Source: an optimization exercise on an open RTL-to-GDS flow (aim: small area and a short achievable clock period). Production flows keep margins and buffers that such runs may drop. At most, simulation tests tie the RTL to the original design; equivalence was not proved. For runs 2 and 3, only the layout was checked, not whether the RTL still works.

==> flow/design.v <==
`default_nettype none
package prince_pkg;
    localparam int BLOCK_W     = 64;
    localparam int KEY_W       = 128;
    localparam int NIBBLE_W    = 4;
    localparam int NUM_NIBBLES = 16;
    localparam int HALF_ROUNDS = 5;
    typedef logic [BLOCK_W-1:0] block_t;
    localparam logic [63:0] SR_TABLE     = 64'h05AF49E38D27C16B;
    localparam logic [63:0] SR_INV_TABLE = 64'h0DA741EB852FC963;
    function automatic logic [3:0] sbox4(input logic [3:0] a);
        logic [3:0] y;
        logic f00, f01, f02, f03, f04, f05, f06;
        f06 = (~a[0]&~a[3]);
        f00 = (~a[2]) | (~a[3]);
        y[2] = (~a[1]&~f06) | (~f00);
        f01 = (~a[1]&~a[2]) | (~a[3]&~a[2]);
        y[1] = (~a[1]&~a[0]) | (f01);
        f02 = (~a[2]) | (~a[1]);
        f03 = (~a[3]);
        f04 = (~f03) | (~a[2]);
        f05 = (~a[0]&~f03) | (~f04);
        y[0] = (~a[1]&~f05) | (~a[1]&~f02) | (~a[0]&~f05) | (~f04&~f05) | (~a[0]&~f02) | (~f04&~f02);
        y[3] = (~a[0]&~f01) | (~a[1]&~a[3]);
        sbox4 = y;
    endfunction
    function automatic logic [3:0] sbox4_inv(input logic [3:0] a);
        logic [3:0] y;
        logic i00, i01, i02, i03, i04, i05, i06, i07, i08, i09, i10, i11, i12, i13;
        i13 = (~a[0]&~a[1]&~a[2]);
        i00 = (~a[0]);
        i01 = (~i00) | (~a[3]);
        y[2] = (~i01&~i13) | (~a[1]&~i13);
        i02 = (~a[1]);
        i03 = (~a[2]);
        i04 = (~i00&~i03) | (~i02&~i03);
        i05 = (~i00) | (~a[2]);
        i06 = (~i05) | (~i02) | (~a[3]);
        y[1] = (~a[3]&~i04) | (~i06);
        i07 = (~i03) | (~a[0]);
        i08 = (~i05&~i02) | (~i07&~i02);
        i09 = (~a[1]&~i00) | (~a[2]);
        y[0] = (~a[3]&~i08) | (~i09&~i08);
        i10 = (~i00&~i02) | (~i04);
        i11 = (~a[3]&~i03);
        i12 = (~i13&~i11);
        y[3] = (~i10) | (~i12);
        sbox4_inv = y;
    endfunction
    function automatic logic [BLOCK_W-1:0] s_layer(input logic [BLOCK_W-1:0] b);
        for (int i = 0; i < NUM_NIBBLES; i++)
            s_layer[NIBBLE_W*i +: NIBBLE_W] = sbox4(b[NIBBLE_W*i +: NIBBLE_W]);
    endfunction
    function automatic logic [BLOCK_W-1:0] s_inv_layer(input logic [BLOCK_W-1:0] b);
        for (int i = 0; i < NUM_NIBBLES; i++)
            s_inv_layer[NIBBLE_W*i +: NIBBLE_W] = sbox4_inv(b[NIBBLE_W*i +: NIBBLE_W]);
    endfunction
    function automatic logic [BLOCK_W-1:0] nibble_perm(input logic [BLOCK_W-1:0] b, input logic inv);
        logic [3:0] src;
        for (int i = 0; i < NUM_NIBBLES; i++)
        begin
            src = inv ? SR_INV_TABLE[63-4*i -: 4] : SR_TABLE[63-4*i -: 4];
            nibble_perm[BLOCK_W-1-NIBBLE_W*i -: NIBBLE_W] = b[BLOCK_W-1-NIBBLE_W*src -: NIBBLE_W];
        end
    endfunction
    function automatic logic [BLOCK_W-1:0] shift_rows(input logic [BLOCK_W-1:0] b);
        shift_rows = nibble_perm(b, 1'b0);
    endfunction
    function automatic logic [BLOCK_W-1:0] shift_rows_inv(input logic [BLOCK_W-1:0] b);
        shift_rows_inv = nibble_perm(b, 1'b1);
    endfunction
    function automatic logic [BLOCK_W-1:0] m_prime(input logic [BLOCK_W-1:0] b);
        integer hat;
        integer skip;
        logic [3:0] n0, n1, n2, n3;
        logic [3:0] p01, p23;
        for (int q = 0; q < 4; q++)
        begin
            hat = (q == 1 || q == 2) ? 1 : 0;
            n0 = b[BLOCK_W-1-16*q -: 4];
            n1 = b[BLOCK_W-5-16*q -: 4];
            n2 = b[BLOCK_W-9-16*q -: 4];
            n3 = b[BLOCK_W-13-16*q -: 4];
            p01 = n0 ^ n1;
            p23 = n2 ^ n3;
            for (int row = 0; row < 4; row++)
                for (int p = 0; p < 4; p++)
                begin
                    skip = (p - row - hat + 8) % 4;
                    case (skip)
                        0: m_prime[BLOCK_W-1-16*q-4*row-p] = p23[3-p] ^ n1[3-p];
                        1: m_prime[BLOCK_W-1-16*q-4*row-p] = p23[3-p] ^ n0[3-p];
                        2: m_prime[BLOCK_W-1-16*q-4*row-p] = p01[3-p] ^ n3[3-p];
                        default: m_prime[BLOCK_W-1-16*q-4*row-p] = p01[3-p] ^ n2[3-p];
                    endcase
                end
        end
    endfunction
endpackage
`default_nettype wire
`timescale 1ns/1ps
`default_nettype none
module prince_top
(
    input  wire          clk,
    input  wire          sys_rst,
    input  wire          in_valid,
    input  wire [127:0]  key,
    input  wire [63:0]   plain_text,
    output logic [63:0]  cipher_text,
    output logic         out_valid
);
    localparam int NST = 10;
    logic [NST-1:0] vld;
    always_ff @(posedge clk)
    begin
        if (sys_rst) vld <= '0;
        else         vld <= {vld[NST-2:0], in_valid};
    end
    assign out_valid = vld[NST-1];
    logic [63:0] k0_in, k1_in;
    assign k0_in = key[63:0];
    assign k1_in = key[127:64];
    logic [63:0] kf_w;
    assign kf_w = k1_in ^ {k0_in[0], k0_in[63:1]} ^ {63'b0, k0_in[63]} ^ 64'hc0ac29b7c97c50dd;
    logic [63:0] l0;
    assign l0 = plain_text ^ k0_in ^ k1_in ^ 64'h0000000000000000;
    logic [63:0] l1;
    assign l1 = prince_pkg::s_layer(l0);
    logic [63:0] l2;
    assign l2 = prince_pkg::shift_rows(prince_pkg::m_prime(l1)) ^ k1_in ^ 64'h13198a2e03707344;
    logic [63:0] s1_st;
    logic [63:0] s1_k1, s1_kf;
    always_ff @(posedge clk) begin s1_st <= l2; s1_k1 <= k1_in; s1_kf <= kf_w; end
    logic [63:0] l3;
    assign l3 = prince_pkg::s_layer(s1_st);
    logic [63:0] l4;
    assign l4 = prince_pkg::shift_rows(prince_pkg::m_prime(l3)) ^ s1_k1 ^ 64'ha4093822299f31d0;
    logic [63:0] s2_st;
    logic [63:0] s2_k1, s2_kf;
    always_ff @(posedge clk) begin s2_st <= l4; s2_k1 <= s1_k1; s2_kf <= s1_kf; end
    logic [63:0] l5;
    assign l5 = prince_pkg::s_layer(s2_st);
    logic [63:0] l6;
    assign l6 = prince_pkg::shift_rows(prince_pkg::m_prime(l5)) ^ s2_k1 ^ 64'h082efa98ec4e6c89;
    logic [63:0] s3_st;
    logic [63:0] s3_k1, s3_kf;
    always_ff @(posedge clk) begin s3_st <= l6; s3_k1 <= s2_k1; s3_kf <= s2_kf; end
    logic [63:0] l7;
    assign l7 = prince_pkg::s_layer(s3_st);
    logic [63:0] l8;
    assign l8 = prince_pkg::shift_rows(prince_pkg::m_prime(l7)) ^ s3_k1 ^ 64'h452821e638d01377;
    logic [63:0] s4_st;
    logic [63:0] s4_k1, s4_kf;
    always_ff @(posedge clk) begin s4_st <= l8; s4_k1 <= s3_k1; s4_kf <= s3_kf; end
    logic [63:0] l9;
    assign l9 = prince_pkg::s_layer(s4_st);
    logic [63:0] l10;
    assign l10 = prince_pkg::shift_rows(prince_pkg::m_prime(l9)) ^ s4_k1 ^ 64'hbe5466cf34e90c6c;
    logic [63:0] kl10;
    assign kl10 = prince_pkg::m_prime(prince_pkg::shift_rows_inv(s4_k1));
    logic [63:0] s5_st;
    logic [63:0] s5_k1, s5_kf;
    always_ff @(posedge clk) begin s5_st <= l10; s5_k1 <= kl10; s5_kf <= s4_kf; end
    logic [63:0] l11;
    assign l11 = prince_pkg::s_layer(s5_st);
    logic [63:0] l12;
    assign l12 = prince_pkg::m_prime(l11);
    logic [63:0] l13;
    assign l13 = prince_pkg::s_inv_layer(l12);
    logic [63:0] s6_st;
    logic [63:0] s6_k1, s6_kf;
    always_ff @(posedge clk) begin s6_st <= l13; s6_k1 <= s5_k1; s6_kf <= s5_kf; end
    logic [63:0] l14;
    assign l14 = prince_pkg::m_prime(prince_pkg::shift_rows_inv(s6_st)) ^ s6_k1 ^ prince_pkg::m_prime(prince_pkg::shift_rows_inv(64'h7ef84f78fd955cb1));
    logic [63:0] l15;
    assign l15 = prince_pkg::s_inv_layer(l14);
    logic [63:0] s7_st;
    logic [63:0] s7_k1, s7_kf;
    always_ff @(posedge clk) begin s7_st <= l15; s7_k1 <= s6_k1; s7_kf <= s6_kf; end
    logic [63:0] l16;
    assign l16 = prince_pkg::m_prime(prince_pkg::shift_rows_inv(s7_st)) ^ s7_k1 ^ prince_pkg::m_prime(prince_pkg::shift_rows_inv(64'h85840851f1ac43aa));
    logic [63:0] l17;
    assign l17 = prince_pkg::s_inv_layer(l16);
    logic [63:0] l18;
    assign l18 = prince_pkg::m_prime(prince_pkg::shift_rows_inv(l17)) ^ s7_k1 ^ prince_pkg::m_prime(prince_pkg::shift_rows_inv(64'hc882d32f25323c54));
    logic [63:0] s8_st;
    logic [63:0] s8_k1, s8_kf;
    always_ff @(posedge clk) begin s8_st <= l18; s8_k1 <= s7_k1; s8_kf <= s7_kf; end
    logic [63:0] l19;
    assign l19 = prince_pkg::s_inv_layer(s8_st);
    logic [63:0] l20;
    assign l20 = prince_pkg::m_prime(prince_pkg::shift_rows_inv(l19)) ^ s8_k1 ^ prince_pkg::m_prime(prince_pkg::shift_rows_inv(64'h64a51195e0e3610d));
    logic [63:0] l21;
    assign l21 = prince_pkg::s_inv_layer(l20);
    logic [63:0] s9_st;
    logic [63:0] s9_k1, s9_kf;
    always_ff @(posedge clk) begin s9_st <= l21; s9_k1 <= s8_k1; s9_kf <= s8_kf; end
    logic [63:0] l22;
    assign l22 = prince_pkg::m_prime(prince_pkg::shift_rows_inv(s9_st)) ^ s9_k1 ^ prince_pkg::m_prime(prince_pkg::shift_rows_inv(64'hd3b5a399ca0c2399));
    logic [63:0] l23;
    assign l23 = prince_pkg::s_inv_layer(l22);
    logic [63:0] l24;
    assign l24 = l23 ^ s9_kf;
    logic [63:0] s10_st;
    always_ff @(posedge clk) s10_st <= l24;
    assign cipher_text = s10_st;
endmodule
`default_nettype wire
==> flow/run.sh <==
#!/bin/bash
# synth_recipe.tcl (not shown) runs the flow's synth.tcl, then flattens the netlist and writes it again
# the make line also repeats each setting of config.mk as NAME=value (left out here)
make -C /OpenROAD-flow-scripts/flow DESIGN_CONFIG=/design/flow/config.mk WORK_HOME=/design/flow/orfs CLKGATE_MAP_FILE= SYNTH_SCRIPT=/design/flow/synth_recipe.tcl finish
==> flow/config.mk <==
export PLATFORM = sky130hd
export DESIGN_NAME = prince_top
export DESIGN_NICKNAME = prince_top
export VERILOG_FILES = /design/flow/design.v
export SDC_FILE = /design/flow/constraint.sdc
export NUM_CORES = 4
export LEC_CHECK = 0
export CAP_MARGIN = 20
export CORE_MARGIN = 2
export CORE_UTILIZATION = 40
export SETUP_SLACK_MARGIN = 0.95
export SLEW_MARGIN = 20
==> flow/constraint.sdc <==
create_clock -name core_clock -period 3.2 [get_ports {clk}]
set_input_delay 0.6400 -clock core_clock [delete_from_list [all_inputs] [get_ports {clk}]]
set_output_delay 0.6400 -clock core_clock [all_outputs]
set_load 0.01 [all_outputs]
==> results of run 1 <==
[stage by stage]
stage          hold WS, ns  setup TNS [ns]  cell area (sq um)  std cells  setup WS [ns]
6_report             0.252               0              82800       9383          0.918
3_5_place_dp         0.312               0              75100       9027         0.0464
2_1_floorplan        0.310               0              69200       6413           1.05
3_3_place_gp         0.310         -0.0589              75100       9027        -0.0383
5_1_grt              0.254               0              82800       9378          0.864
4_1_cts              0.233               0              81700       9353          0.839
[repair_timing]
action                     in CTS  in global routing
setup buffers                   0                 24
setup endpoints to repair     144                150
pin swaps                       2                 24
resized for setup             130                154
[worst register-to-register path: stages (launching register included)]
cell	delay, ns
dfxtp_2	0.39
a21bo_2	0.24
a221oi_2	0.34
xor2_1	0.39
xnor2_2	0.09
buf_4	0.17
buf_4	0.14
buf_4	0.12
o22ai_2	0.29
[cells by family (layout without fill, tap and decap cells)]
group / after synthesis / count (layout) / share of synthesized area, %
flops: 1802 / 1802 / 52.1
other cells: 0 / 6 / 0
compound gates: 1214 / 1214 / 10.7
xor+xnor: 2269 / 2269 / 29.3
mux: 28 / 28 / 0.421
buf+inv: 147 / 801 / 0.849
fa+ha+maj: 42 / 42 / 0.607
simple gates: 911 / 911 / 5.95
[final cells by class]
| class | count | area (sq um) |
|---|---|---|
| inverter | 120 | 450 |
| clock inverter | 85 | 1280 |
| multi-input combinational | 4464 | 33900 |
| clock buffer | 241 | 4990 |
| sequential | 1802 | 36100 |
| antenna | 6 | 15.0 |
| tap | 2310 | 2890 |
| fill | 15526 | 88900 |
| timing repair buffer | 355 | 3240 |
[per-layer routing]
metal	track usage (%)	routed length, microns
met1	28.1	86800
met2	39.1	99800
met3	2.98	8300
met4	8.69	7930
met5	0	13
[layout by cell type (no fill, tap or decap), drive strengths merged, types with 172 or more instances in the layout]
cell type	Yosys	routed
clkdlybuf4s50	0	190
clkbuf	7	241
a21oi	384	384
dfxtp	1802	1802
o22ai	172	172
xnor2	1570	1570
o21ai	324	324
nor2	377	377
nand2	251	251
xor2	694	694
[worst paths after layout]
check                                 end  cells after the start
worst max-delay path            s9_st[21]                      8
worst min-delay path            s2_kf[33]                      0
worst max register to register  s9_st[21]                      8
worst min register to register  s2_kf[33]                      0
==> flow_summary.yaml, run 1 <==
cells_and_area:
  final_util_pct: 48.2
  drive_above_1_share_pct: 10.1
  syn2layout_area_growth_pct: 19.6
  nets: 7115
floorplanning:
  core_area_sq_um: 172000
  fp.dieArea_sq_um: 176000
  initial_core_util_pct: 40.3
  num_rows: 152
  die_w_microns: 420
  num_io_pins: 260
  dieHeight_microns: 420
routing:
  vias_per_cell: 4.79
  drc: 0
  drtPass1Iterations: 5
  drt_iter0_drc: 3130
  vias: 44987
  wl_microns: 203000
  wl_per_cell_microns: 21.6
  drtAntennaViolNets: 0
cts:
  cts_root_buf: "clkbuf_16"
  h-tree-depth: 4
  cts_tree: "done"
  cts_buffers: 177
  cts_buffer_depth: 3
  clk_pin_slew_ns: 0.06
  clock_latency_ns: 0.82
  cts.sinks: 1802
  cts-hold-fix-buffers: 0
timing:
  rsz0062_at_grt: "true"
  finalHoldViolations: 0
  fin_skew_ns: 0.0747
  min_period_ns: 2.28
  post-route-period-util_pct: 71.3
  setup-violations-final: 0
  fmax_mhz: 438
  timing.max_slew.rel_slack_pct: 36.4
  tightestPinTransition_ns: 0.948
  slew_violations: 0
critical_path:
  critPathMaxStageDelay_ns: 0.39
  cp_max_fo: 7
  crit_path_top_delay_cell: "dfxtp_2"
  critPathTopFamily: "compound AO/OA/AOI/OAI gates"
  crit_type: "reg -> reg"
  cp.arrival_ns: 2.99
  path_buf_inv: 3
  critPathCaptureType: "flip-flop"
  cp-start-kind: "flip-flop"
  r2r_setup_slack_ns: 0.92
  startpoint: "s8_st[54]"
  cp.required_ns: 3.91
  crit_top_cell: "buf_4"
  rr_startpoint: "s8_st[54]"
  crit_chain: "a21bo_2, a221oi_2, xor2_1, xnor2_2, buf_4, buf_4, buf_4, o22ai_2"
min_path:
  hp-start: "s1_kf[33]"
  holdCritPathClass: "reg -> reg"
synth:
  synth_common_cells: "dfxtp_1 (1802), xnor2_1 (1538), xor2_1 (681), a21oi_1 (379), nor2_1 (376)"
  ys_ff_latch: 1802
  synth-edff-count: 0
  avgSynthCellArea_sq_um: 10.8
  synthCells: 6413
  synthTopCellsByArea: "dfxtp_1 (52%), xnor2_1 (19%), xor2_1 (8.6%)"
  synth_top_area_share_pct: 52.1
  synth_warnings: 1
  synth.distinct_cells: 79
  synth.most_common_cell: "dfxtp_1"
  seq_area_frac_synth_pct: 52.1
  synth_top_area_cell: "dfxtp_1"
  syn_area_sq_um: 69200
  synth_ff_type: "dfxtp_1"
  async_reset_ff_share_pct: 0
  synth_fp_nets: 6608
job:
  maxCapViolCount: 0
global_routing:
  antenna_found_initial: 23
  grt_pass1_vias: 43419
  grt_max_degree: 17
  grt_pass1_wl_microns: 287000
  grtUsageTotal_pct: 22.5
  grt-ovfl-total: 0
place:
  dp_hpwl_microns: 168000
  io_buffers: 259
  place_congestion: 0.891
status:
  outcome: "timing/DRC/antenna clean"
==> run 2: changes to the inputs <==
--- a/flow/design.v
+++ b/flow/design.v
@@ -110,7 +110,7 @@
     output logic [63:0]  cipher_text,
     output logic         out_valid
 );
-    localparam int NST = 10;
+    localparam int NST = 11;
     logic [NST-1:0] vld;
     always_ff @(posedge clk)
     begin
@@ -182,28 +182,31 @@
     assign l16 = prince_pkg::m_prime(prince_pkg::shift_rows_inv(s7_st)) ^ s7_k1 ^ prince_pkg::m_prime(prince_pkg::shift_rows_inv(64'h85840851f1ac43aa));
     logic [63:0] l17;
     assign l17 = prince_pkg::s_inv_layer(l16);
-    logic [63:0] l18;
-    assign l18 = prince_pkg::m_prime(prince_pkg::shift_rows_inv(l17)) ^ s7_k1 ^ prince_pkg::m_prime(prince_pkg::shift_rows_inv(64'hc882d32f25323c54));
     logic [63:0] s8_st;
     logic [63:0] s8_k1, s8_kf;
-    always_ff @(posedge clk) begin s8_st <= l18; s8_k1 <= s7_k1; s8_kf <= s7_kf; end
+    always_ff @(posedge clk) begin s8_st <= l17; s8_k1 <= s7_k1; s8_kf <= s7_kf; end
+    logic [63:0] l18;
+    assign l18 = prince_pkg::m_prime(prince_pkg::shift_rows_inv(s8_st)) ^ s8_k1 ^ prince_pkg::m_prime(prince_pkg::shift_rows_inv(64'hc882d32f25323c54));
     logic [63:0] l19;
-    assign l19 = prince_pkg::s_inv_layer(s8_st);
+    assign l19 = prince_pkg::s_inv_layer(l18);
+    logic [63:0] s9_st;
+    logic [63:0] s9_k1, s9_kf;
+    always_ff @(posedge clk) begin s9_st <= l19; s9_k1 <= s8_k1; s9_kf <= s8_kf; end
     logic [63:0] l20;
-    assign l20 = prince_pkg::m_prime(prince_pkg::shift_rows_inv(l19)) ^ s8_k1 ^ prince_pkg::m_prime(prince_pkg::shift_rows_inv(64'h64a51195e0e3610d));
+    assign l20 = prince_pkg::m_prime(prince_pkg::shift_rows_inv(s9_st)) ^ s9_k1 ^ prince_pkg::m_prime(prince_pkg::shift_rows_inv(64'h64a51195e0e3610d));
     logic [63:0] l21;
     assign l21 = prince_pkg::s_inv_layer(l20);
-    logic [63:0] s9_st;
-    logic [63:0] s9_k1, s9_kf;
-    always_ff @(posedge clk) begin s9_st <= l21; s9_k1 <= s8_k1; s9_kf <= s8_kf; end
+    logic [63:0] s10_st;
+    logic [63:0] s10_k1, s10_kf;
+    always_ff @(posedge clk) begin s10_st <= l21; s10_k1 <= s9_k1; s10_kf <= s9_kf; end
     logic [63:0] l22;
-    assign l22 = prince_pkg::m_prime(prince_pkg::shift_rows_inv(s9_st)) ^ s9_k1 ^ prince_pkg::m_prime(prince_pkg::shift_rows_inv(64'hd3b5a399ca0c2399));
+    assign l22 = prince_pkg::m_prime(prince_pkg::shift_rows_inv(s10_st)) ^ s10_k1 ^ prince_pkg::m_prime(prince_pkg::shift_rows_inv(64'hd3b5a399ca0c2399));
     logic [63:0] l23;
     assign l23 = prince_pkg::s_inv_layer(l22);
     logic [63:0] l24;
-    assign l24 = l23 ^ s9_kf;
-    logic [63:0] s10_st;
-    always_ff @(posedge clk) s10_st <= l24;
-    assign cipher_text = s10_st;
+    assign l24 = l23 ^ s10_kf;
+    logic [63:0] s11_st;
+    always_ff @(posedge clk) s11_st <= l24;
+    assign cipher_text = s11_st;
 endmodule
 `default_nettype wire
--- a/flow/config.mk
+++ b/flow/config.mk
@@ -8,5 +8,5 @@
 export CAP_MARGIN = 20
 export CORE_MARGIN = 2
 export CORE_UTILIZATION = 40
-export SETUP_SLACK_MARGIN = 0.95
+export SETUP_SLACK_MARGIN = 1.0
 export SLEW_MARGIN = 20
==> flow_summary.yaml, run 2 <==
status:
  outcome: "timing/DRC/antenna clean"
global_routing:
  grt_pass1_vias: 44169
  grt-busiest-layer: "met2"
  grt_pass1_wl_microns: 291000
  grt-ovfl-total: 0
  grt_use_met3_pct: 2.83
  grtUsageMet2_pct: 37.6
  antenna_found_initial: 22
  grt_max_degree: 17
  gr-usage-met1_pct: 26.8
  grtUsageTotal_pct: 21.6
routing:
  drt_iter0_drc: 3056
  wl_microns: 206000
  drtAntennaViolNets: 0
  vias: 46506
  vias_per_cell: 4.78
  drtPass1Iterations: 5
  wl_per_cell_microns: 21.2
  drc: 0
cells_and_area:
  nets: 7376
  syn2layout_area_growth_pct: 19.1
  drive_above_1_share_pct: 7.69
  finalInstanceArea_sq_um: 86600
  final_cell_mix: "dfxtp_1 (1986), xnor2_1 (1540), xor2_1 (600)"
  layout_commonest_cell: "dfxtp_1"
cts:
  cts-hold-fix-buffers: 0
  cts_tree: "done"
  cts.sinks: 1995
  clock_latency_ns: 0.85
  cts_buffers: 195
  h-tree-depth: 4
  cts_buffer_depth: 3
  cts_root_buf: "clkbuf_16"
  clk_pin_slew_ns: 0.06
timing:
  finalHoldViolations: 0
  setup-violations-final: 0
  tns_ns: 0
  fin_skew_ns: 0.0773
  fmax_mhz: 454
  min_period_ns: 2.20
  tightestPinTransition_ns: 0.977
  timing.max_slew.rel_slack_pct: 34.4
  post-route-period-util_pct: 68.9
  rsz0062_at_grt: "true"
  slew_violations: 0
floorplanning:
  initial_core_util_pct: 40.2
  num_rows: 156
  die_w_microns: 430
  dieHeight_microns: 430
  fp.dieArea_sq_um: 185000
  num_io_pins: 260
  core_area_sq_um: 181000
synth:
  avgSynthCellArea_sq_um: 10.9
  synth_fp_nets: 6853
  seq_area_frac_synth_pct: 54.9
  async_reset_ff_share_pct: 0
  synth-edff-count: 0
  synth_warnings: 1
  synth.distinct_cells: 61
  ys_ff_latch: 1995
  synth_common_cells: "dfxtp_1 (1995), xnor2_1 (1560), xor2_1 (638), nor2_1 (456), a21oi_1 (394)"
  synthTopCellsByArea: "dfxtp_1 (55%), xnor2_1 (19%), xor2_1 (7.7%)"
  syn_area_sq_um: 72700
  synth_top_area_cell: "dfxtp_1"
  synth.most_common_cell: "dfxtp_1"
  synthCells: 6658
  synth_top_area_share_pct: 54.9
  synth_ff_type: "dfxtp_1"
critical_path:
  cp.arrival_ns: 2.94
  cp_max_fo: 8
  critPathCaptureType: "flip-flop"
  cp-start-kind: "flip-flop"
  cp.required_ns: 3.93
  crit_type: "reg -> reg"
min_path:
  holdCritPathClass: "reg -> reg"
job:
  maxCapViolCount: 0
place:
  postPlaceCellArea_sq_um: 78700
  dp_hpwl_microns: 170000
  place_congestion: 0.921
  io_buffers: 259
==> run 2: changes by cell type after synthesis, sizes merged, moves of 15 or more <==
cell,delta
nand2,+75
nor2,+79
o21ai,-44
dfxtp,+193
xor2,-44
a22o,-18
o2bb2ai,-18
buf,-20
o21bai,+15
==> run 2: final timing paths <==
| kind | start | cells past startpoint | to | slack, ns |
|---|---|---|---|---|
| max reg2reg | s5_st[9] | 7 | s6_st[3] | 1.0 |
| min | s1_kf[37] | 0 | s2_kf[37] | 0.29 |
| max | s5_st[9] | 7 | s6_st[3] | 1.0 |
| min reg2reg | s1_kf[37] | 0 | s2_kf[37] | 0.29 |
==> run 2: final cells by class <==
class,count,area (sq um)
Timing Repair Buffer,333,3080
Fill cell,16191,94200
Clock inverter,104,1670
Inverter,112,420
Tap cell,2370,2970
Antenna cell,6,15.0
Clock buffer,261,5460
Multi-Input combinational cell,4544,33000
Sequential cell,1995,39900
==> run 2: repair_timing <==
action,in CTS,in global routing
pin swaps,1,13
endpoints found under the setup margin,83,56
resized for setup,102,82
setup buffers,0,12
==> run 2: worst max-delay path, stage by stage (launching register included) <==
cell,delay (ns)
dfxtp_1,0.48
a21oi_1,0.15
nor2_1,0.30
xnor2_2,0.21
xor2_2,0.36
nor2_1,0.11
and3b_1,0.20
a211oi_1,0.30
==> run 2: logic make-up after synthesis <==
group | Yosys count | share of synthesized area, %
flip-flops | 1995 | 54.9
AO/OA/AOI/OAI | 1189 | 9.91
adder cells (fa/ha/maj) | 42 | 0.578
XOR/XNOR | 2225 | 27.2
AND/OR/NAND/NOR | 1059 | 6.40
buffers and inverters | 119 | 0.614
multiplexers | 29 | 0.408
==> run 2: metrics by stage <==
stage,hold slack (ns),setup slack [ns],cells,util (%)
after floorplan,0.310,1.04,6658,-
after global placement,0.310,0.176,9342,43.5
after detailed placement,0.312,0.156,9342,43.5
after CTS,0.285,0.914,9707,47.5
after global routing,0.290,0.872,9719,47.9
final,0.290,0.996,9725,47.9
==> run 2: routing by layer <==
| layer | routed length [microns] | share of wire (%) |
|---|---|---|
| met1 | 87100 | 42 |
| met4 | 9230 | 4.5 |
| met5 | 13 | 0.0063 |
| met2 | 101000 | 49 |
| met3 | 8860 | 4.3 |
==> run 3: changes to the inputs <==
==> flow/flow/run.sh (new file) <==
#!/bin/bash
# Own layout flow: the standard layout (standard.sh), with the port buffers that global
# placement inserts on every input and output made with sky130_fd_sc_hd__buf_2 instead of the
# buffer the flow picks by default. Synthesis is the standard one, run unchanged.
set -euo pipefail
bash standard.sh synth > run_synth.log 2>&1
bash standard.sh "BUFFER_PORTS_ARGS=-buffer_cell sky130_fd_sc_hd__buf_2" finish > run_finish.log 2>&1
==> flow/standard.sh (new file) <==
#!/bin/bash
# synth_recipe.tcl (not shown) runs the flow's synth.tcl, then flattens the netlist and writes it again
# the make line also repeats each setting of config.mk as NAME=value (left out here)
make -C /OpenROAD-flow-scripts/flow DESIGN_CONFIG=/design/flow/config.mk WORK_HOME=/design/flow/orfs CLKGATE_MAP_FILE= SYNTH_SCRIPT=/design/flow/synth_recipe.tcl "${@:-finish}"
--- a/flow/config.mk
+++ b/flow/config.mk
@@ -8,5 +8,7 @@
 export CAP_MARGIN = 20
 export CORE_MARGIN = 2
 export CORE_UTILIZATION = 40
-export SETUP_SLACK_MARGIN = 1.0
+export CTS_CLUSTER_DIAMETER = 100
+export CTS_CLUSTER_SIZE = 25
+export SETUP_SLACK_MARGIN = 1.5
 export SLEW_MARGIN = 20
removed: flow/run.sh
==> flow_summary.yaml, run 3 <==
status:
  outcome: "timing/DRC/antenna clean"
global_routing:
  antenna_found_initial: 22
  grt-busiest-layer: "met2"
  grt_use_met3_pct: 2.35
  grt_pass1_vias: 44885
  gr-usage-met1_pct: 28.2
  grt_max_degree: 27
  grtUsageMet2_pct: 38.3
  grt-ovfl-total: 0
  grt_pass1_wl_microns: 296000
  grtUsageTotal_pct: 21.9
synth:
  syn_area_sq_um: 72700
  synthCells: 6658
  synth.distinct_cells: 61
  avgSynthCellArea_sq_um: 10.9
  synth_warnings: 1
  synth_top_area_cell: "dfxtp_1"
  synthTopCellsByArea: "dfxtp_1 (55%), xnor2_1 (19%), xor2_1 (7.7%)"
  synth_common_cells: "dfxtp_1 (1995), xnor2_1 (1560), xor2_1 (638), nor2_1 (456), a21oi_1 (394)"
  synth_top_area_share_pct: 54.9
  synth_fp_nets: 6853
  async_reset_ff_share_pct: 0
  ys_ff_latch: 1995
  synth-edff-count: 0
  seq_area_frac_synth_pct: 54.9
  synth.most_common_cell: "dfxtp_1"
  synth_ff_type: "dfxtp_1"
cells_and_area:
  final_cell_mix: "dfxtp_1 (1801), xnor2_1 (1134), xor2_1 (458)"
  syn2layout_area_growth_pct: 25.0
  layout_commonest_cell: "dfxtp_1"
  drive_above_1_share_pct: 24.6
  nets: 7429
critical_path:
  crit_type: "reg -> reg"
  cp.arrival_ns: 2.66
  crit_path_top_delay_cell: "dfxtp_2"
  cp_max_fo: 8
  critPathMaxStageDelay_ns: 0.44
  cp-start-kind: "flip-flop"
  critPathCaptureType: "flip-flop"
  cp.required_ns: 3.86
  crit_chain: "a21oi_2, nor2_4, xnor2_2, buf_4, xor2_2, and2_1, nand2b_1, a211oi_1"
timing:
  post-route-period-util_pct: 62.6
  timing.max_slew.rel_slack_pct: 38.3
  hold_ws_ns: 0.0664
  min_period_ns: 2.00
  finalHoldViolations: 0
  fmax_mhz: 499
  slew_violations: 0
  rsz0062_at_grt: "true"
  setup-violations-final: 0
  tightestPinTransition_ns: 0.922
  tns_ns: 0
  fin_skew_ns: 0.0475
cts:
  cts_tree: "done"
  cts_buffer_depth: 3
  cts_root_buf: "clkbuf_16"
  cts_buffers: 91
  cts.sinks: 1995
  cts-hold-fix-buffers: 0
  h-tree-depth: 3
  clock_latency_ns: 0.77
  clk_pin_slew_ns: 0.10
routing:
  drc: 0
  drt_iter0_drc: 3426
  drtPass1Iterations: 6
  drtAntennaViolNets: 0
  wl_microns: 214000
  vias_per_cell: 4.90
  wl_per_cell_microns: 22.2
  vias: 47182
job:
  maxCapViolCount: 0
floorplanning:
  fp.dieArea_sq_um: 185000
  die_w_microns: 430
  num_rows: 156
  dieHeight_microns: 430
  num_io_pins: 260
  initial_core_util_pct: 40.2
  core_area_sq_um: 181000
min_path:
  holdCritPathClass: "in -> reg"
place:
  place_congestion: 0.917
  io_buffers: 259
  dp_hpwl_microns: 171000
## run 3: cell counts after synthesis
No cell type changed its count.
## run 3: critical path, delay by kind of cell, from the launching register on
kind	cells	cell delay (ns)
xor gates and xnor gates	2	0.32
buffers and inverters	1	0.17
DFF	1	0.44
and+or+nand+nor	3	0.60
AOI/OAI and AO/OA	2	0.38
## run 3: final timing paths
path	startpoint	end	slack, ns	depth (start not counted)
worst max register to register	s5_st[21]	s6_st[23]	1.20	8
worst min register to register	s5_kf[28]	s6_kf[28]	0.31	0
worst min-delay path	key[93]	s1_k1[29]	0.07	1
worst max-delay path	s5_st[21]	s6_st[23]	1.20	8
## run 3: cell type report
type | instances | area (sq um)
fillers | 15621 | 89900
multi-input cells | 4544 | 40900
flip-flops and latches | 1995 | 40300
repair buffers | 490 | 3660
well taps | 2370 | 2970
clock buffers | 93 | 2290
inverters | 112 | 420
clock inverters | 11 | 250
diodes | 11 | 27.5
## run 3: logic make-up (layout without fill, tap and decap cells)
logic type | after synthesis | in the layout | synth area share (%)
fa+ha+maj | 42 | 42 | 0.578
simple gates | 1059 | 1059 | 6.40
other cells | 0 | 11 | 0
xor+xnor | 2225 | 2225 | 27.2
compound gates | 1189 | 1189 | 9.91
flops | 1995 | 1995 | 54.9
buf+inv | 119 | 706 | 0.614
mux | 29 | 29 | 0.408
## run 3: metrics by stage
stage	worst slack, ns	cells	utilization (%)	cell area (sq um)
final	1.20	9626	50.3	90800
after global routing	1.10	9616	50.2	90800
after CTS	1.19	9515	47.6	86100
after detailed placement	0.754	9294	43.8	79100
after global placement	0.760	9294	43.8	79100
after floorplan	1.06	6658	-	74700
## run 3: what timing repair did
item                                    in CTS  in global routing
buffers inserted                           117                100
endpoints found under the setup margin     343                412
resized for setup                          635                618
endpoints found under the hold margin        0                  0
pin swaps                                  136                195
## run 3: metal layers
metal / wire length (microns) / share of wire [%] / vias up
li1: - / - / 22903
met1: 90300 / 42 / 22771
met2: 106000 / 50 / 1189
met3: 9150 / 4.3 / 317
met4: 8080 / 3.8 / 2
met5: 12 / 0.0056 / -
==> run 4: changes to the inputs <==
--- a/flow/design.v
+++ b/flow/design.v
@@ -110,7 +110,7 @@
     output logic [63:0]  cipher_text,
     output logic         out_valid
 );
-    localparam int NST = 11;
+    localparam int NST = 12;
     logic [NST-1:0] vld;
     always_ff @(posedge clk)
     begin
@@ -166,47 +166,50 @@
     assign l11 = prince_pkg::s_layer(s5_st);
     logic [63:0] l12;
     assign l12 = prince_pkg::m_prime(l11);
-    logic [63:0] l13;
-    assign l13 = prince_pkg::s_inv_layer(l12);
     logic [63:0] s6_st;
     logic [63:0] s6_k1, s6_kf;
-    always_ff @(posedge clk) begin s6_st <= l13; s6_k1 <= s5_k1; s6_kf <= s5_kf; end
+    always_ff @(posedge clk) begin s6_st <= l12; s6_k1 <= s5_k1; s6_kf <= s5_kf; end
+    logic [63:0] l13;
+    assign l13 = prince_pkg::s_inv_layer(s6_st);
     logic [63:0] l14;
-    assign l14 = prince_pkg::m_prime(prince_pkg::shift_rows_inv(s6_st)) ^ s6_k1 ^ prince_pkg::m_prime(prince_pkg::shift_rows_inv(64'h7ef84f78fd955cb1));
-    logic [63:0] l15;
-    assign l15 = prince_pkg::s_inv_layer(l14);
+    assign l14 = prince_pkg::m_prime(prince_pkg::shift_rows_inv(l13)) ^ s6_k1 ^ prince_pkg::m_prime(prince_pkg::shift_rows_inv(64'h7ef84f78fd955cb1));
     logic [63:0] s7_st;
     logic [63:0] s7_k1, s7_kf;
-    always_ff @(posedge clk) begin s7_st <= l15; s7_k1 <= s6_k1; s7_kf <= s6_kf; end
+    always_ff @(posedge clk) begin s7_st <= l14; s7_k1 <= s6_k1; s7_kf <= s6_kf; end
+    logic [63:0] l15;
+    assign l15 = prince_pkg::s_inv_layer(s7_st);
     logic [63:0] l16;
-    assign l16 = prince_pkg::m_prime(prince_pkg::shift_rows_inv(s7_st)) ^ s7_k1 ^ prince_pkg::m_prime(prince_pkg::shift_rows_inv(64'h85840851f1ac43aa));
-    logic [63:0] l17;
-    assign l17 = prince_pkg::s_inv_layer(l16);
+    assign l16 = prince_pkg::m_prime(prince_pkg::shift_rows_inv(l15)) ^ s7_k1 ^ prince_pkg::m_prime(prince_pkg::shift_rows_inv(64'h85840851f1ac43aa));
     logic [63:0] s8_st;
     logic [63:0] s8_k1, s8_kf;
-    always_ff @(posedge clk) begin s8_st <= l17; s8_k1 <= s7_k1; s8_kf <= s7_kf; end
+    always_ff @(posedge clk) begin s8_st <= l16; s8_k1 <= s7_k1; s8_kf <= s7_kf; end
+    logic [63:0] l17;
+    assign l17 = prince_pkg::s_inv_layer(s8_st);
     logic [63:0] l18;
-    assign l18 = prince_pkg::m_prime(prince_pkg::shift_rows_inv(s8_st)) ^ s8_k1 ^ prince_pkg::m_prime(prince_pkg::shift_rows_inv(64'hc882d32f25323c54));
-    logic [63:0] l19;
-    assign l19 = prince_pkg::s_inv_layer(l18);
+    assign l18 = prince_pkg::m_prime(prince_pkg::shift_rows_inv(l17)) ^ s8_k1 ^ prince_pkg::m_prime(prince_pkg::shift_rows_inv(64'hc882d32f25323c54));
     logic [63:0] s9_st;
     logic [63:0] s9_k1, s9_kf;
-    always_ff @(posedge clk) begin s9_st <= l19; s9_k1 <= s8_k1; s9_kf <= s8_kf; end
+    always_ff @(posedge clk) begin s9_st <= l18; s9_k1 <= s8_k1; s9_kf <= s8_kf; end
+    logic [63:0] l19;
+    assign l19 = prince_pkg::s_inv_layer(s9_st);
     logic [63:0] l20;
-    assign l20 = prince_pkg::m_prime(prince_pkg::shift_rows_inv(s9_st)) ^ s9_k1 ^ prince_pkg::m_prime(prince_pkg::shift_rows_inv(64'h64a51195e0e3610d));
-    logic [63:0] l21;
-    assign l21 = prince_pkg::s_inv_layer(l20);
+    assign l20 = prince_pkg::m_prime(prince_pkg::shift_rows_inv(l19)) ^ s9_k1 ^ prince_pkg::m_prime(prince_pkg::shift_rows_inv(64'h64a51195e0e3610d));
     logic [63:0] s10_st;
     logic [63:0] s10_k1, s10_kf;
-    always_ff @(posedge clk) begin s10_st <= l21; s10_k1 <= s9_k1; s10_kf <= s9_kf; end
+    always_ff @(posedge clk) begin s10_st <= l20; s10_k1 <= s9_k1; s10_kf <= s9_kf; end
+    logic [63:0] l21;
+    assign l21 = prince_pkg::s_inv_layer(s10_st);
     logic [63:0] l22;
-    assign l22 = prince_pkg::m_prime(prince_pkg::shift_rows_inv(s10_st)) ^ s10_k1 ^ prince_pkg::m_prime(prince_pkg::shift_rows_inv(64'hd3b5a399ca0c2399));
+    assign l22 = prince_pkg::m_prime(prince_pkg::shift_rows_inv(l21)) ^ s10_k1 ^ prince_pkg::m_prime(prince_pkg::shift_rows_inv(64'hd3b5a399ca0c2399));
+    logic [63:0] s11_st;
+    logic [63:0] s11_k1, s11_kf;
+    always_ff @(posedge clk) begin s11_st <= l22; s11_k1 <= s10_k1; s11_kf <= s10_kf; end
     logic [63:0] l23;
-    assign l23 = prince_pkg::s_inv_layer(l22);
+    assign l23 = prince_pkg::s_inv_layer(s11_st);
     logic [63:0] l24;
-    assign l24 = l23 ^ s10_kf;
-    logic [63:0] s11_st;
-    always_ff @(posedge clk) s11_st <= l24;
-    assign cipher_text = s11_st;
+    assign l24 = l23 ^ s11_kf;
+    logic [63:0] s12_st;
+    always_ff @(posedge clk) s12_st <= l24;
+    assign cipher_text = s12_st;
 endmodule
 `default_nettype wire
--- a/flow/config.mk
+++ b/flow/config.mk
@@ -10,5 +10,5 @@
 export CORE_UTILIZATION = 40
 export CTS_CLUSTER_DIAMETER = 100
 export CTS_CLUSTER_SIZE = 25
-export SETUP_SLACK_MARGIN = 1.5
+export SETUP_SLACK_MARGIN = 1.35
 export SLEW_MARGIN = 20
==> flow_summary.yaml, run 4 <==
status:
  outcome: "timing/DRC/antenna clean"
routing:
  drtPass1Iterations: 6
  drc: 0
  wl_microns: 203000
  vias_per_cell: 4.81
  wl_per_cell_microns: 21.5
  drt_iter0_drc: 3591
  drtAntennaViolNets: 0
  vias: 45591
critical_path:
  cp-start-kind: "flip-flop"
  startpoint: "s9_st[2]"
  rr_startpoint: "s9_st[2]"
  cp.arrival_ns: 2.53
  cp.required_ns: 3.82
  crit_type: "reg -> reg"
  cp_max_fo: 7
  critPathCaptureType: "flip-flop"
job:
  maxCapViolCount: 0
global_routing:
  grt_max_degree: 26
  grt-busiest-layer: "met2"
  gr-usage-met1_pct: 25.2
  grtUsageTotal_pct: 20.6
  antenna_found_initial: 24
  grt_use_met3_pct: 2.23
  grt-ovfl-total: 0
  grt_pass1_vias: 43675
  grtUsageMet2_pct: 36.3
  grt_pass1_wl_microns: 289000
synth:
  synthXorXnorAreaFrac_pct: 25.7
  synth.distinct_cells: 59
  synth.most_common_cell: "dfxtp_1"
  async_reset_ff_share_pct: 0
  synth-compound-area-share_pct: 10.9
  synth_fp_nets: 6811
  synth_top_area_share_pct: 56.4
  synth_warnings: 1
  ys_ff_latch: 2124
  synth.area.mux_share_pct: 0.244
  synth_fa_ha_area_share_pct: 0.438
  syn_area_sq_um: 75400
  avgSynthCellArea_sq_um: 11.4
  synth_top_area_cell: "dfxtp_1"
  synth_common_cells: "dfxtp_1 (2124), xnor2_1 (1364), xor2_1 (620), a21oi_1 (412), nor2_1 (333)"
  seq_area_frac_synth_pct: 56.4
  synth-edff-count: 0
  synth_top_family_by_area: "XOR/XNOR gates"
  synth_ff_type: "dfxtp_1"
  yosys.area_share.simple_pct: 5.33
  synthCells: 6616
  synthTopCellsByArea: "dfxtp_1 (56%), xnor2_1 (16%), xor2_1 (7.2%)"
min_path:
  hp-start: "key[124]"
  holdCritPathClass: "in -> reg"
floorplanning:
  die_w_microns: 438
  dieHeight_microns: 438
  num_io_pins: 260
  core_area_sq_um: 188000
  initial_core_util_pct: 40.2
  fp.dieArea_sq_um: 192000
  num_rows: 159
cells_and_area:
  seq_area_sq_um: 42600
  multi_input_area_sq_um: 32900
  layout_commonest_cell: "dfxtp_1"
  nets: 7156
  syn2layout_area_growth_pct: 10.8
  final_cell_mix: "dfxtp_1 (2086), xnor2_1 (1309), xor2_1 (615)"
  fill_cells: 17215
  drive_above_1_share_pct: 8.72
timing:
  min_period_ns: 1.91
  setup-violations-final: 0
  timing.max_slew.rel_slack_pct: 36.0
  slew_violations: 0
  fmax_mhz: 524
  post-route-period-util_pct: 59.6
  rsz0062_at_grt: "true"
  tns_ns: 0
  fin_skew_ns: 0.0605
  worst_slack_ns: 1.29
  finalHoldViolations: 0
  tightestPinTransition_ns: 0.950
cts:
  cts_buffer_depth: 3
  cts_root_buf: "clkbuf_16"
  h-tree-depth: 3
  clock_latency_ns: 0.77
  cts_buffers: 96
  cts.sinks: 2124
  cts_tree: "done"
  cts-hold-fix-buffers: 0
  clk_pin_slew_ns: 0.10
place:
  io_buffers: 259
  place_congestion: 0.908
  dp_hpwl_microns: 171000
  pre_cts_slack_ns: 0.277
[run 4: metrics by stage]
step / utilization, % / std cells / hold slack [ns] / cell area [sq um]
after floorplan: - / 6616 / 0.310 / 75600
after global placement: 42.7 / 9357 / 0.310 / 80000
after detailed placement: 42.7 / 9357 / 0.312 / 80000
after CTS: 44.4 / 9466 / 0.0176 / 83300
after global routing: 44.5 / 9466 / 0.0279 / 83600
final: 44.6 / 9478 / 0.0650 / 83600
[run 4: worst max-delay path: stages (launching register included)]
cell and delay, ns:
dfxtp_1 0.48, xor2_1 0.18, nor2_1 0.06, a21oi_1 0.37, xnor2_1 0.22, xnor2_2 0.45
[run 4: final cells by class]
| cell class | count | area share, % |
|---|---|---|
| inverter | 175 | 0.786 |
| sequential | 2124 | 50.9 |
| antenna | 12 | 0.0359 |
| timing repair buffer | 272 | 1.94 |
| multi-input combinational | 4292 | 39.4 |
| clock inverter | 12 | 0.334 |
| clock buffer | 96 | 2.87 |
| tap | 2495 | 3.73 |
[run 4: kinds of logic after synthesis]
group / after synthesis
compound gates: 1304
xor+xnor: 2073
fa+ha+maj: 33
buf+inv: 200
flops: 2124
mux: 17
simple gates: 865
[run 4: worst paths after layout]
| kind | end | slack (ns) | depth (start not counted) |
|---|---|---|---|
| max | s10_st[19] | 1.29 | 5 |
| min | s1_k1[60] | 0.07 | 1 |
| max reg2reg | s10_st[19] | 1.29 | 5 |
| min reg2reg | s7_kf[40] | 0.29 | 0 |
[run 4: routing by layer]
| metal | up-vias | share of wire, % |
|---|---|---|
| met5 | - | 0 |
| met4 | 0 | 5.1 |
| met3 | 291 | 4.1 |
| met2 | 1074 | 49 |
| met1 | 21575 | 42 |
| li1 | 22651 | - |
[run 4: repair_timing]
action,4_1_cts,5_1_grt
gates resized for setup,118,60
setup buffers,1,0
pin swaps,3,4
setup endpoints to repair,120,104
==> run 5: changes to the inputs <==
--- a/flow/config.mk
+++ b/flow/config.mk
@@ -7,8 +7,8 @@
 export LEC_CHECK = 0
 export CAP_MARGIN = 20
 export CORE_MARGIN = 2
-export CORE_UTILIZATION = 40
+export CORE_UTILIZATION = 60
 export CTS_CLUSTER_DIAMETER = 100
 export CTS_CLUSTER_SIZE = 25
-export SETUP_SLACK_MARGIN = 1.35
+export SETUP_SLACK_MARGIN = 1.5
 export SLEW_MARGIN = 20
==> flow_summary.yaml, run 5 <==
floorplanning:
  fp.dieArea_sq_um: 129000
  initial_core_util_pct: 60.2
  num_io_pins: 260
  core_area_sq_um: 125000
  die_w_microns: 359
  dieHeight_microns: 359
  num_rows: 130
synth:
  synth_common_cells: "dfxtp_1 (2124), xnor2_1 (1364), xor2_1 (620), a21oi_1 (412), nor2_1 (333)"
  synth_warnings: 1
  syn_area_sq_um: 75400
  yosys.area_share.simple_pct: 5.33
  synth_top_area_share_pct: 56.4
  synthTopCellsByArea: "dfxtp_1 (56%), xnor2_1 (16%), xor2_1 (7.2%)"
  ys_ff_latch: 2124
  synth.most_common_cell: "dfxtp_1"
  synth_ff_type: "dfxtp_1"
  synthXorXnorAreaFrac_pct: 25.7
  async_reset_ff_share_pct: 0
  avgSynthCellArea_sq_um: 11.4
  synth_top_family_by_area: "XOR/XNOR gates"
  synth.area.mux_share_pct: 0.244
  synth-compound-area-share_pct: 10.9
  synth_top_area_cell: "dfxtp_1"
  synthCells: 6616
  synth-edff-count: 0
  synth.distinct_cells: 59
  synth_fp_nets: 6811
  synth_fa_ha_area_share_pct: 0.438
  seq_area_frac_synth_pct: 56.4
global_routing:
  grt_max_degree: 26
  gr-usage-met1_pct: 36.9
  grtUsageMet2_pct: 51.9
  grtUsageTotal_pct: 29.8
  antenna_found_initial: 25
  grt_pass1_wl_microns: 277000
  grt_pass1_vias: 42930
  grt_use_met3_pct: 3.61
  grt-ovfl-total: 0
  grt-busiest-layer: "met2"
routing:
  wl_per_cell_microns: 22.7
  vias_per_cell: 5.31
  wl_microns: 196000
  drtAntennaViolNets: 1
  drc: 0
  vias: 45926
  drtPass1Iterations: 8
  drt_iter0_drc: 3484
cells_and_area:
  fill_cells: 9506
  final_cell_mix: "dfxtp_1 (2038), xnor2_1 (1265), xor2_1 (583)"
  layout_commonest_cell: "dfxtp_1"
  nets: 7162
  finalNonFillerCells: 8646
  drive_above_1_share_pct: 12.3
  syn2layout_area_growth_pct: 11.4
cts:
  cts_buffers: 95
  cts.sinks: 2124
  cts_root_buf: "clkbuf_16"
  clk_pin_slew_ns: 0.10
  h-tree-depth: 3
  cts_tree: "done"
  clock_latency_ns: 0.77
  cts_buffer_depth: 3
timing:
  timing.max_slew.rel_slack_pct: 22.6
  hold_ws_ns: 0.0606
  tns_ns: 0
  post-route-period-util_pct: 59.3
  tightestPinTransition_ns: 1.15
  min_period_ns: 1.90
  slew_violations: 0
  fmax_mhz: 527
  worst_slack_ns: 1.30
  rsz0062_at_grt: "true"
  setup-violations-final: 0
  finalHoldViolations: 0
  fin_skew_ns: 0.0730
job:
  maxCapViolCount: 0
critical_path:
  crit_path_top_delay_cell: "dfxtp_4"
  cp.required_ns: 2.56
  path_buf_inv: 1
  cp_max_fo: 1
  critPathCaptureType: "primary output"
  critPathTopFamily: "flip-flops"
  crit_chain: "buf_6"
  cp-start-kind: "flip-flop"
  r2r_setup_slack_ns: 1.49
  critPathMaxStageDelay_ns: 0.37
  crit_type: "reg -> out"
  r2r-end: "s11_st[8]"
  reg2reg_depth: 4
  cp.arrival_ns: 1.26
  rr_startpoint: "s10_st[26]"
status:
  outcome: "finished with violations"
  so_faults: "antenna rules"
place:
  dp_cells: 8504
  dp_hpwl_microns: 161000
  place_congestion: 0.938
  pre_cts_slack_ns: 0.704
  io_buffers: 259
min_path:
  whs_path_depth: 1
  holdCritPathClass: "in -> reg"
  min_to: "s1_k1[63]"
  hp-start: "key[127]"
## run 5: layer usage
metal	vias to the layer above	wire (microns)
met4	10	10300
met5	-	65
met1	21731	80500
met3	335	9580
li1	22665	-
met2	1185	95800
## run 5: what timing repair did
item / 4_1_cts / 5_1_grt
resized for setup: 197 / 237
buffers inserted: 3 / 13
pin swaps: 20 / 37
setup endpoints to repair: 191 / 243
gates cloned: 0 / 0
hold buffers: 0 / 0
## run 5: area by class of cell
class / instances / area (sq um) / share of cell area (%)
clock buffer: 95 / 2380 / 2.83
inverter: 175 / 657 / 0.781
multi-input combinational: 4292 / 34300 / 40.7
clock inverter: 10 / 258 / 0.307
antenna: 21 / 52.6 / 0.0625
sequential: 2124 / 42600 / 50.7
tap: 1650 / 2060 / 2.46
timing repair buffer: 279 / 1770 / 2.11
## run 5: kinds of logic (layout without fill, tap and decap cells)
logic type	count (synthesis)	in the layout
buf+inv	200	559
flops	2124	2124
mux	17	17
compound gates	1304	1304
fa+ha+maj	33	33
xor+xnor	2073	2073
simple gates	865	865
other cells	0	21
## run 5: worst max path at each step
stage	startpoint	end	cells after the start
2_1_floorplan	plain_text[55]	s1_st[60]	5
3_3_place_gp	key[107]	s1_st[4]	6
3_5_place_dp	key[107]	s1_st[4]	6
4_1_cts	s12_st[35]	cipher_text[35]	1
5_1_grt	s12_st[35]	cipher_text[35]	1
6_report	s12_st[35]	cipher_text[35]	1
## run 5: metrics by stage
stage	utilization (%)	cell area, sq um
after floorplan	-	75800
after global placement	63.2	79100
after detailed placement	63.2	79100
after CTS	66.1	82800
after global routing	67.1	84100
final	67.1	84100
==> run 6: changes to the inputs <==
--- a/flow/config.mk
+++ b/flow/config.mk
@@ -7,8 +7,9 @@
 export LEC_CHECK = 0
 export CAP_MARGIN = 20
 export CORE_MARGIN = 2
-export CORE_UTILIZATION = 60
+export CORE_UTILIZATION = 40
 export CTS_CLUSTER_DIAMETER = 100
 export CTS_CLUSTER_SIZE = 25
+export GPL_ROUTABILITY_DRIVEN = 0
 export SETUP_SLACK_MARGIN = 1.5
 export SLEW_MARGIN = 20
==> flow_summary.yaml, run 6 <==
status:
  outcome: "timing/DRC/antenna clean"
cts:
  cts_buffer_depth: 3
  cts_tree: "done"
  clk_pin_slew_ns: 0.11
  cts_buffers: 95
  clock_latency_ns: 0.76
  cts.sinks: 2124
  h-tree-depth: 3
  cts_root_buf: "clkbuf_16"
timing:
  min_period_ns: 1.86
  setup-violations-final: 0
  finalHoldViolations: 0
  rsz0062_at_grt: "true"
  slew_violations: 0
  tightestPinTransition_ns: 0.857
  fin_skew_ns: 0.0482
  hold_ws_ns: 0.0573
  timing.max_slew.rel_slack_pct: 42.7
  fmax_mhz: 538
  tns_ns: 0
  post-route-period-util_pct: 58.1
cells_and_area:
  drive_above_1_share_pct: 11.7
  final_cell_mix: "dfxtp_1 (2051), xnor2_1 (1277), xor2_1 (586)"
  final_util_pct: 45.2
  syn2layout_area_growth_pct: 12.4
  layout_commonest_cell: "dfxtp_1"
  nets: 7159
floorplanning:
  die_w_microns: 438
  dieHeight_microns: 438
  num_rows: 159
  core_area_sq_um: 188000
  num_io_pins: 260
  fp.dieArea_sq_um: 192000
  initial_core_util_pct: 40.2
routing:
  vias_per_cell: 4.84
  drc: 0
  drt_iter0_drc: 3162
  wl_microns: 201000
  drtPass1Iterations: 5
  drtAntennaViolNets: 0
  wl_per_cell_microns: 21.2
  vias: 45884
global_routing:
  grt_max_degree: 26
  grt-ovfl-total: 0
  antenna_found_initial: 20
  grt_pass1_vias: 43650
  grtUsageTotal_pct: 20.2
  grt_pass1_wl_microns: 284000
synth:
  synth_ff_type: "dfxtp_1"
  synth-edff-count: 0
  syn_area_sq_um: 75400
  synth_common_cells: "dfxtp_1 (2124), xnor2_1 (1364), xor2_1 (620), a21oi_1 (412), nor2_1 (333)"
  synth_top_area_share_pct: 56.4
  synth_top_area_cell: "dfxtp_1"
  async_reset_ff_share_pct: 0
  ys_ff_latch: 2124
  seq_area_frac_synth_pct: 56.4
  avgSynthCellArea_sq_um: 11.4
  synthTopCellsByArea: "dfxtp_1 (56%), xnor2_1 (16%), xor2_1 (7.2%)"
  synth_fp_nets: 6811
  synth_warnings: 1
  synth.most_common_cell: "dfxtp_1"
  synth.distinct_cells: 59
  synthCells: 6616
job:
  maxCapViolCount: 0
critical_path:
  path_buf_inv: 1
  critPathCaptureType: "primary output"
  startpoint: "s12_st[43]"
  rr_startpoint: "s9_st[55]"
  cp_num_cells: 1
  cp-start-kind: "flip-flop"
  r2r_setup_slack_ns: 1.50
  cp_max_fo: 1
  cp.required_ns: 2.56
  critPathTopFamily: "flip-flops"
  crit_type: "reg -> out"
  r2r-end: "s10_st[21]"
  crit_path_top_delay_cell: "dfxtp_4"
  critPathMaxStageDelay_ns: 0.36
  crit_end: "cipher_text[43]"
  reg2reg_depth: 4
  cp.arrival_ns: 1.22
  crit_chain: "buf_6"
min_path:
  holdCritPathClass: "in -> reg"
place:
  dp_hpwl_microns: 166000
  io_buffers: 259
-- run 6: cell type report --
class	count	area [sq um]
multi-input cells	4292	34100
well taps	2495	3120
repair buffers	276	1690
flip-flops and latches	2124	42600
clock buffers	97	2410
fillers	17084	103000
diodes	13	32.5
inverters	175	657
clock inverters	8	165
-- run 6: metal layers --
layer	GRT usage [%]	vias up	wire length (microns)
li1	-	22623	-
met1	25.5	21830	85300
met4	7.94	2	9110
met5	0	-	20
met3	2.25	319	8740
met2	35.3	1110	97600
-- run 6: how the worst min path moves through the flow --
stage | startpoint | end | slack, ns | cells past startpoint
floorplan | s9_kf[0] | s10_kf[0] | 0.31 | 0
global placement | s9_kf[30] | s10_kf[30] | 0.31 | 0
detailed placement | s9_kf[22] | s10_kf[22] | 0.31 | 0
CTS | key[109] | s1_k1[45] | 0.001 | 1
global route | key[109] | s1_k1[45] | 0.003 | 1
finish | key[125] | s1_k1[61] | 0.06 | 1
-- run 6: kinds of logic (layout without fill, tap and decap cells) --
family,after synthesis,count (layout),synth area share (%)
simple gates,865,865,5.33
xor+xnor,2073,2073,25.7
buf+inv,200,556,0.995
mux,17,17,0.244
other cells,0,13,0
compound gates,1304,1304,10.9
flops,2124,2124,56.4
fa+ha+maj,33,33,0.438
-- run 6: what timing repair did --
action / 4_1_cts / 5_1_grt
endpoints found under the hold margin: 3 / 0
pin swaps: 12 / 28
buffers inserted: 4 / 5
resized for setup: 234 / 159
setup endpoints to repair: 210 / 203
hold buffers: 3 / 0
-- run 6: through the flow --
stage               std cells  cell area [sq um]  setup WS [ns]
floorplan                6616              75800           1.10
global placement         9350              80200          0.721
detailed placement       9350              80200          0.727
CTS                      9462              83900           1.25
global route             9470              84700           1.26
finish                   9480              84800           1.34
==> run 7: changes to the inputs <==
--- a/flow/config.mk
+++ b/flow/config.mk
@@ -10,6 +10,5 @@
 export CORE_UTILIZATION = 40
 export CTS_CLUSTER_DIAMETER = 100
 export CTS_CLUSTER_SIZE = 25
-export GPL_ROUTABILITY_DRIVEN = 0
 export SETUP_SLACK_MARGIN = 1.5
 export SLEW_MARGIN = 20
==> flow_summary.yaml, run 7 <==
floorplanning:
  dieHeight_microns: 438
  fp.dieArea_sq_um: 192000
  num_io_pins: 260
  die_w_microns: 438
  core_area_sq_um: 188000
  num_rows: 159
  initial_core_util_pct: 40.2
timing:
  hold_ws_ns: 0.0666
  finalHoldViolations: 0
  fmax_mhz: 532
  slew_violations: 0
  fin_skew_ns: 0.0850
  tightestPinTransition_ns: 0.955
  setup-violations-final: 0
  tns_ns: 0
  post-route-period-util_pct: 58.7
  rsz0062_at_grt: "true"
  timing.max_slew.rel_slack_pct: 35.9
  min_period_ns: 1.88
cts:
  clk_pin_slew_ns: 0.10
  clock_latency_ns: 0.80
  h-tree-depth: 3
  cts_root_buf: "clkbuf_16"
  cts_buffer_depth: 3
  cts_buffers: 96
  cts_tree: "done"
  cts.sinks: 2124
synth:
  synthTopCellsByArea: "dfxtp_1 (56%), xnor2_1 (16%), xor2_1 (7.2%)"
  synth_fp_nets: 6811
  synth_top_area_share_pct: 56.4
  ys_ff_latch: 2124
  synth.most_common_cell: "dfxtp_1"
  avgSynthCellArea_sq_um: 11.4
  synthCells: 6616
  syn_area_sq_um: 75400
  synth_common_cells: "dfxtp_1 (2124), xnor2_1 (1364), xor2_1 (620), a21oi_1 (412), nor2_1 (333)"
  synth-edff-count: 0
  synth.distinct_cells: 59
  synth_ff_type: "dfxtp_1"
  synth_top_area_cell: "dfxtp_1"
  seq_area_frac_synth_pct: 56.4
  async_reset_ff_share_pct: 0
  synth_warnings: 1
global_routing:
  grtUsageMet2_pct: 35.6
  grt-busiest-layer: "met2"
  antenna_found_initial: 30
  gr-usage-met1_pct: 25.7
  grt_max_degree: 26
  grtUsageTotal_pct: 20.5
  grt_pass1_wl_microns: 287000
  grt-ovfl-total: 0
  grt_pass1_vias: 43719
  grt_use_met3_pct: 2.04
cells_and_area:
  nets: 7162
  syn2layout_area_growth_pct: 12.5
  layout_commonest_cell: "dfxtp_1"
  final_cell_mix: "dfxtp_1 (2060), xnor2_1 (1277), xor2_1 (579)"
  final_util_pct: 45.3
  drive_above_1_share_pct: 11.8
  finalInstanceArea_sq_um: 84900
critical_path:
  reg2reg_depth: 5
  cp-start-kind: "flip-flop"
  r2r_setup_slack_ns: 1.47
  crit_chain: "buf_6"
  cp_max_fo: 1
  critPathMaxStageDelay_ns: 0.37
  crit_type: "reg -> out"
  crit_end: "cipher_text[42]"
  startpoint: "s12_st[42]"
  r2r-end: "s2_st[24]"
  critPathCaptureType: "primary output"
  critPathTopFamily: "flip-flops"
  cp.arrival_ns: 1.24
  cp.required_ns: 2.56
  path_buf_inv: 1
  cp_num_cells: 1
  rr_startpoint: "s1_st[10]"
  crit_path_top_delay_cell: "dfxtp_4"
place:
  place_congestion: 0.926
  dp_hpwl_microns: 168000
  io_buffers: 259
  postPlaceCellArea_sq_um: 80200
min_path:
  holdCritPathClass: "in -> reg"
routing:
  vias_per_cell: 4.83
  vias: 45819
  drc: 0
  drt_iter0_drc: 3402
  wl_microns: 203000
  drtPass1Iterations: 6
  drtAntennaViolNets: 0
  wl_per_cell_microns: 21.4
status:
  outcome: "timing/DRC/antenna clean"
job:
  maxCapViolCount: 0
-- run 7: cell counts after synthesis --
Identical to the previous run, type by type.
-- run 7: kinds of logic after synthesis --
logic type | after synthesis | share of synthesized area [%]
AO/OA/AOI/OAI | 1304 | 10.9
XOR/XNOR | 2073 | 25.7
adder cells (fa/ha/maj) | 33 | 0.438
buffers and inverters | 200 | 0.995
flip-flops | 2124 | 56.4
multiplexers | 17 | 0.244
AND/OR/NAND/NOR | 865 | 5.33
-- run 7: worst min path at each step --
stage | startpoint | end | slack (ns) | cells after the start
final | key[120] | s1_k1[56] | 0.07 | 1
after global placement | s7_kf[55] | s8_kf[55] | 0.31 | 0
after CTS | key[94] | s1_k1[30] | 0.01 | 1
after detailed placement | s9_kf[27] | s10_kf[27] | 0.31 | 0
after global routing | key[74] | s1_k1[10] | 0.03 | 1
after floorplan | s9_kf[0] | s10_kf[0] | 0.31 | 0
-- run 7: area by class of cell --
type | count | area [sq um]
Multi-Input combinational cell | 4292 | 34200
Fill cell | 17095 | 103000
Sequential cell | 2124 | 42600
Timing Repair Buffer | 278 | 1670
Clock inverter | 11 | 245
Inverter | 175 | 657
Tap cell | 2495 | 3120
Antenna cell | 15 | 37.5
Clock buffer | 96 | 2400
-- run 7: metrics by stage --
stage	worst slack [ns]	std cells
2_1_floorplan	1.10	6616
3_3_place_gp	0.739	9356
3_5_place_dp	0.693	9356
4_1_cts	1.25	9467
5_1_grt	1.26	9473
6_report	1.32	9486
-- run 7: timing repair --
action,CTS,global route
endpoints found under the hold margin,1,0
hold buffers,1,0
pin swaps,12,25
resized for setup,231,158
setup endpoints to repair,208,194
buffers inserted,3,4
-- run 7: per-layer routing --
| layer | routed length [microns] | vias up |
|---|---|---|
| li1 | - | 22674 |
| met1 | 86100 | 21669 |
| met2 | 98600 | 1161 |
| met3 | 8420 | 313 |
| met4 | 9720 | 2 |
| met5 | 7 | - |

-- afterwards: timing with drivers on the ports --
The flow's constraints put no driver on any port. The routed layouts listed below were extracted and timed again, unchanged, in two steps.
Step 1 sets driving cells, clkbuf_16 on the clock port and buf_2 on the other inputs (assumed; they add their load-dependent delay and slew).
Step 2 also shifts input and output timing later by t, the mid clock arrival at the registers, as if the neighbouring blocks saw the same clock.
a / b / c = ideal ports / drivers / drivers and shift; a / b = the first two.
run	t (ns)	setup WS [ns]	worst setup path after step 2
run 1	0.871	0.918 / 0.918 / 0.219	input to register
run 2	0.900	0.996 / 0.970 / 0.194	input to register
run 3	0.821	1.196 / 1.154 / 0.795	input to register
run 4	0.833	1.292 / 1.221 / 0.594	input to register
run 5	0.814	1.302 / 1.223 / 0.736	input to register
run 6	0.828	1.340 / 1.255 / 0.745	input to register
run 7	0.842	1.322 / 1.240 / 0.693	input to register
For run 2, which loses most, drivers alone change the setup slack by -0.026 ns; drivers and shift together by -0.802 ns.
